What follows belongs to an exercise in optimizing a design on an open flow for small area, a short achievable clock period and few clock cycles per item; a production flow would make more cautious choices.
Only simulation tests tie the RTL to the original design; equivalence was not proved.
No activity file was given, so power comes from the tool's default toggle rates.

Design gamepad_input_qualifier_top, start of the top module:
module gamepad_input_qualifier_top #(
  parameter int unsigned HOLD_WIDTH = 16
) (
  input  logic                                  clk_i,
  input  logic                                  rst_ni,
  input  logic [gpq_pkg::IN_TDATA_W-1:0]        s_axis_tdata,
  input  logic                                  s_axis_tvalid,
  output logic                                  s_axis_tready,
  output logic [gpq_pkg::OUT_TDATA_W-1:0]       m_axis_tdata,
  output logic                                  m_axis_tvalid,
  input  logic                                  m_axis_tready,
  input  logic                                  cfg_valid_i,
  output logic                                  cfg_ready_o,
  input  logic [gpq_pkg::CFG_IDX_W-1:0]         cfg_index_i,
  input  logic [gpq_pkg::CFG_DATA_W-1:0]        cfg_data_i
);
Size in the first run: about 5100 cells after synthesis, about 930 flip-flops, ~53000 um^2 of cells after synthesis.
==> flow/config.mk <==
export PLATFORM = sky130hd
export DESIGN_NAME = gamepad_input_qualifier_top
export DESIGN_NICKNAME = gamepad_input_qualifier_top
export VERILOG_FILES = /design/flow/design.v
export SDC_FILE = /design/flow/constraint.sdc
export NUM_CORES = 4
export LEC_CHECK = 0
export CAP_MARGIN = 20
export CORE_MARGIN = 2
export CORE_UTILIZATION = 40
export SETUP_SLACK_MARGIN = 5
export SLEW_MARGIN = 20
==> flow/constraint.sdc <==
create_clock -name core_clock -period 8.0 [get_ports {clk_i}]
set_input_delay 1.6000 -clock core_clock [delete_from_list [all_inputs] [get_ports {clk_i}]]
set_output_delay 1.6000 -clock core_clock [all_outputs]
set_load 0.01 [all_outputs]
run.sh (not shown) runs the stock make flow with config.mk's settings and CLKGATE_MAP_FILE= SYNTH_SCRIPT=/design/flow/synth_recipe.tcl, a recipe that flattens the netlist after the stock synthesis.
Testbench counts at the start, summed over its fixed seeds: cycles 5,173, items 4,800.
Rerun with:
--- a/flow/design.v
+++ b/flow/design.v
@@ -83,32 +83,31 @@
 module gpq_lane #(
   parameter int unsigned HOLD_WIDTH = 16
 ) (
   input  logic                  clk_i,
   input  logic                  rst_ni,
   input  logic                  step_i,
   input  logic                  active_i,
   output logic [HOLD_WIDTH-1:0] hold_o
 );
   logic [HOLD_WIDTH-1:0] hold_q;
   logic [HOLD_WIDTH-1:0] hold_d;
+  logic [HOLD_WIDTH-1:0] carry;    
+  logic                  inc, clr;
   always_comb begin
-    hold_d = hold_q;
-    if (step_i) begin
-      if (!active_i) begin
-        hold_d = '0;
-      end else if (hold_q != '1) begin
-        hold_d = hold_q + HOLD_WIDTH'(1);
-      end
-    end
+    carry[0] = 1'b1;
+    for (int i = 1; i < HOLD_WIDTH; i++) carry[i] = carry[i-1] && hold_q[i-1];
   end
+  assign inc    = step_i && active_i && !(carry[HOLD_WIDTH-1] && hold_q[HOLD_WIDTH-1]);
+  assign clr    = step_i && !active_i;
+  assign hold_d = clr ? '0 : hold_q ^ (carry & {HOLD_WIDTH{inc}});
   always_ff @(posedge clk_i or negedge rst_ni) begin
     if (!rst_ni) begin
       hold_q <= '0;
     end else begin
       hold_q <= hold_d;
     end
   end
   assign hold_o = hold_q;
 endmodule
 `timescale 1ns / 1ps
 module gpq_rem #(
@@ -270,33 +269,38 @@
     for (int i = 0; i < NH; i++) hsel |= a_qsel[i] ? hold_w[i] : '0;
   end
   logic                  sat, qz, gt;
   logic [TW-1:0]         x;
   assign sat = a2_hold == '1;
   assign qz  = a2_qdm == '1;
   assign gt  = a2_asel && (sat ? (a2_qdm != {{(TW-1){1'b1}}, 1'b0}) : (qz || (TW'(a2_hold) > a2_qdm)));
   assign x   = TW'(a2_hold) + ~a2_qdm + TW'(!sat);
   logic [3:0]            cnt_sel;
   logic signed [RW-1:0]  r_init;
   logic [TW-1:0]         x_init;
+  logic [RW-1:0]         d4;    
+  assign d4 = RW'(b0_x >> 4) - RW'(b0_p);
   always_comb begin
     cnt_sel = 4'd8;
     r_init  = '0;
     x_init  = b0_x;
     if ((b0_x >> 8) < b0_p) begin
       cnt_sel = 4'd4; r_init = RW'(b0_x >> 8); x_init = b0_x << 8;
     end
     if ((b0_x >> 6) < b0_p) begin
       cnt_sel = 4'd3; r_init = RW'(b0_x >> 6); x_init = b0_x << 10;
     end
-    if ((b0_x >> 4) < b0_p) begin
+    if ((b0_x >> 5) < b0_p) begin
+      cnt_sel = 4'd2; r_init = d4;             x_init = b0_x << 12;
+    end
+    if (d4[RW-1]) begin
       cnt_sel = 4'd2; r_init = RW'(b0_x >> 4); x_init = b0_x << 12;
     end
     if ((b0_x >> 2) < b0_p) begin
       cnt_sel = 4'd1; r_init = RW'(b0_x >> 2); x_init = b0_x << 14;
     end
     if (b0_x < b0_p) begin
       cnt_sel = 4'd0;
     end
   end
   logic signed [RW-1:0]  b1_r2;
   logic                  b1_zero;
Synthesized area went up slightly.
Total power went up by a few percent.
Design area went up slightly.
Wire length stays flat.
Global-route usage went down by 0.24 points.
Cell count went down slightly.
Testbench counts after the change, summed over its fixed seeds: cycles 4,989, items 4,800.


Setup of rev 12:
Another version of the RTL of gamepad_input_qualifier_top (not shown whole).
For scale: ~940 flip-flops, about 53000 um^2 of cells after synthesis.
Settings: LEC_CHECK=0, CAP_MARGIN=20, CORE_MARGIN=2, CORE_UTILIZATION=40, SETUP_SLACK_MARGIN=5, SLEW_MARGIN=20; clock period 8.0 ns.
Testbench counts of rev 12, summed over its fixed seeds: cycles 4,989, items 4,800.
Changes in rev 13 relative to rev 12:
-- flow/design.v --
<<< rev 12, line 92
  logic [HOLD_WIDTH-1:0] hold_q;
  logic [HOLD_WIDTH-1:0] hold_d;
  always_comb begin
    hold_d = hold_q;
    if (step_i) begin
      if (!active_i) begin
        hold_d = '0;
      end else if (hold_q != '1) begin
        hold_d = hold_q + HOLD_WIDTH'(1);
      end
    end
  end
  always_ff @(posedge clk_i or negedge rst_ni) begin
    if (!rst_ni) begin
>>> rev 13, line 92
  logic [HOLD_WIDTH-1:0] hold_q;
  logic [HOLD_WIDTH-1:0] hold_d;
  logic [HOLD_WIDTH-1:0] carry;    
  logic                  inc, clr;
  always_comb begin
    carry[0] = 1'b1;
    for (int i = 1; i < HOLD_WIDTH; i++) carry[i] = carry[i-1] && hold_q[i-1];
  end
  assign inc    = step_i && active_i && !(carry[HOLD_WIDTH-1] && hold_q[HOLD_WIDTH-1]);
  assign clr    = step_i && !active_i;
  assign hold_d = clr ? '0 : hold_q ^ (carry & {HOLD_WIDTH{inc}});
  always_ff @(posedge clk_i or negedge rst_ni) begin
    if (!rst_ni) begin
<<< rev 12, line 279
  logic signed [RW-1:0]  r_init;
  logic [TW-1:0]         x_init;
  logic [RW-1:0]         d4;    
  assign d4 = RW'(b0_x >> 4) - RW'(b0_p);
  always_comb begin
    cnt_sel = 4'd8;
>>> rev 13, line 278
  logic signed [RW-1:0]  r_init;
  logic [TW-1:0]         x_init;
  always_comb begin
    cnt_sel = 4'd8;
<<< rev 12, line 291
      cnt_sel = 4'd3; r_init = RW'(b0_x >> 6); x_init = b0_x << 10;
    end
    if ((b0_x >> 5) < b0_p) begin
      cnt_sel = 4'd2; r_init = d4;             x_init = b0_x << 12;
    end
    if (d4[RW-1]) begin
      cnt_sel = 4'd2; r_init = RW'(b0_x >> 4); x_init = b0_x << 12;
    end
    if ((b0_x >> 2) < b0_p) begin
      cnt_sel = 4'd1; r_init = RW'(b0_x >> 2); x_init = b0_x << 14;
    end
    if (b0_x < b0_p) begin
>>> rev 13, line 288
      cnt_sel = 4'd3; r_init = RW'(b0_x >> 6); x_init = b0_x << 10;
    end
    if ((b0_x >> 4) < b0_p) begin
      cnt_sel = 4'd2; r_init = RW'(b0_x >> 4); x_init = b0_x << 12;
    end
    if ((b0_x >> 2) < b0_p) begin
      cnt_sel = 4'd1; r_init = RW'(b0_x >> 2); x_init = b0_x << 12;   
    end
    if (b0_x < b0_p) begin
<<< rev 12, line 305
  end
  logic signed [RW-1:0]  b1_r2;
  logic                  b1_zero;
  gpq_rem #(.VW(TW)) u_rem1 (
>>> rev 13, line 299
  end
  logic signed [RW-1:0]  b1_r2;
  logic                  b1_long;
  assign b1_long = b1_cnt >= 4'd2;
  logic                  b1_zero;
  gpq_rem #(.VW(TW)) u_rem1 (
<<< rev 12, line 311
  );
  logic signed [RW-1:0]  b2_r2;
  logic                  b2_zero, b2_done, b2_fire_nx, b2_rz;
  logic [RW-1:0]         b2_pe;
  gpq_rem #(.VW(TW)) u_rem2 (
    .rem_i(b2_r), .bits_i(b2_x[TW-3:TW-4]), .div_i(b2_p), .div3_i(b2_p3),
    .rem_o(b2_r2), .zero_o(b2_zero)
  );
  always_comb begin
    logic ok;
    b2_pe = RW'(b2_p);
    ok = !(b2_r[0] ^ b2_pe[0]);
    for (int i = 1; i < RW; i++) ok = ok && ((b2_r[i] ^ b2_pe[i]) == (b2_r[i-1] | b2_pe[i-1]));
    b2_rz = ok || (b2_r == '0);
  end
  assign b2_done    = b2_fin;   
  assign b2_fire_nx = !b2_div ? b2_fire : (b2_cnt == 4'd0) ? b2_rz : b2_zero;
  logic s_v, b2_ok, pop, push;
  assign b2_ok   = b2_v && b2_done;
>>> rev 13, line 307
  );
  logic signed [RW-1:0]  b2_r2;
  logic                  b2_zero, b2_done, b2_fire_nx;
  gpq_rem #(.VW(TW)) u_rem2 (
    .rem_i(b2_r), .bits_i(b2_x[TW-3:TW-4]), .div_i(b2_p), .div3_i(b2_p3),
    .rem_o(b2_r2), .zero_o(b2_zero)
  );
  assign b2_done    = b2_fin;   
  assign b2_fire_nx = b2_div ? b2_zero : b2_fire;
  logic s_v, b2_ok, pop, push;
  assign b2_ok   = b2_v && b2_done;
<<< rev 12, line 417
      b2_p    <= b1_p;
      b2_p3   <= b1_p3;
      b2_r    <= b1_r2;
      b2_cnt  <= b1_cnt - 4'd1;
      b2_fin  <= !b1_div || (b1_cnt <= 4'd2);
      b2_div  <= b1_div;
>>> rev 13, line 405
      b2_p    <= b1_p;
      b2_p3   <= b1_p3;
      b2_r    <= b1_long ? b1_r2 : b1_r;
      b2_cnt  <= b1_long ? b1_cnt - 4'd1 : b1_cnt;
      b2_fin  <= !b1_div || (b1_cnt <= 4'd2);
      b2_div  <= b1_div;
### Flow results
Both conditions hold for rev 13: the flow ran to the end and the final layout passed the timing, design-rule and antenna checks.
Taking rev 12 as the reference, in rev 13 worst-case vdd ir drop +43%; fraction of power spent switching nets dropped 0.65 points.
Relative area change from synthesis to final layout in rev 13 is 1.1 points lower than in rev 12
Re final critical-path setup slack: rev 13 is 0.093 ns down on rev 12.
Sort rev 12 and rev 13 by power attributed to the clock group desc -> top: rev 12
On number of buffers added by the clock tree synthesis step: rev 13 sits below rev 12.
Total number of vias, rev 12 and rev 13, higher one = rev 12.
Delta (rev 13 minus rev 12): number of clock buffers in the layout climbed about 2.2%, final area saw a decrease.
Looking only at sequential share of layout area, and setting everything else aside, the lower value of rev 12 and rev 13 goes to rev 12.
Testbench counts of rev 13, summed over its fixed seeds: cycles 5,173, items 4,800.

-- static timing again, ports no longer ideal --
The flow's constraints put no driver on any port. The routed layouts listed below were extracted and timed again, unchanged, in two steps.
Step 1 (the two cells are an assumption about what drives the block):
set clk [get_ports {clk_i}]
set_driving_cell -lib_cell sky130_fd_sc_hd__clkbuf_16 $clk
set_driving_cell -lib_cell sky130_fd_sc_hd__buf_2 [delete_from_list [all_inputs] $clk]
Step 2 also shifts input and output timing later by t, the mid clock arrival at the registers, as if the neighbouring blocks saw the same clock.
Slacks: ideal / step 1 / step 2; pairs: ideal / step 1.
run | t, ns | setup slack, ns | worst data-port slew with drivers (ns) | cell pins on the clock port's net
the first run of note 1 | 0.805 | 4.665 / 4.665 / 4.223 | 0.10 | 1
the second run of note 1 | 0.783 | 4.674 / 4.674 / 4.189 | 0.16 | 1
rev 12 | 0.777 | 4.471 / 4.471 / 4.309 | 0.09 | 1
rev 13 | 0.772 | 4.378 / 4.378 / 4.220 | 0.10 | 1
After both steps every run listed still meets setup and hold. For the second run of note 1, which loses most, drivers alone change the setup slack by 0.000 ns; drivers and shift together by -0.485 ns.
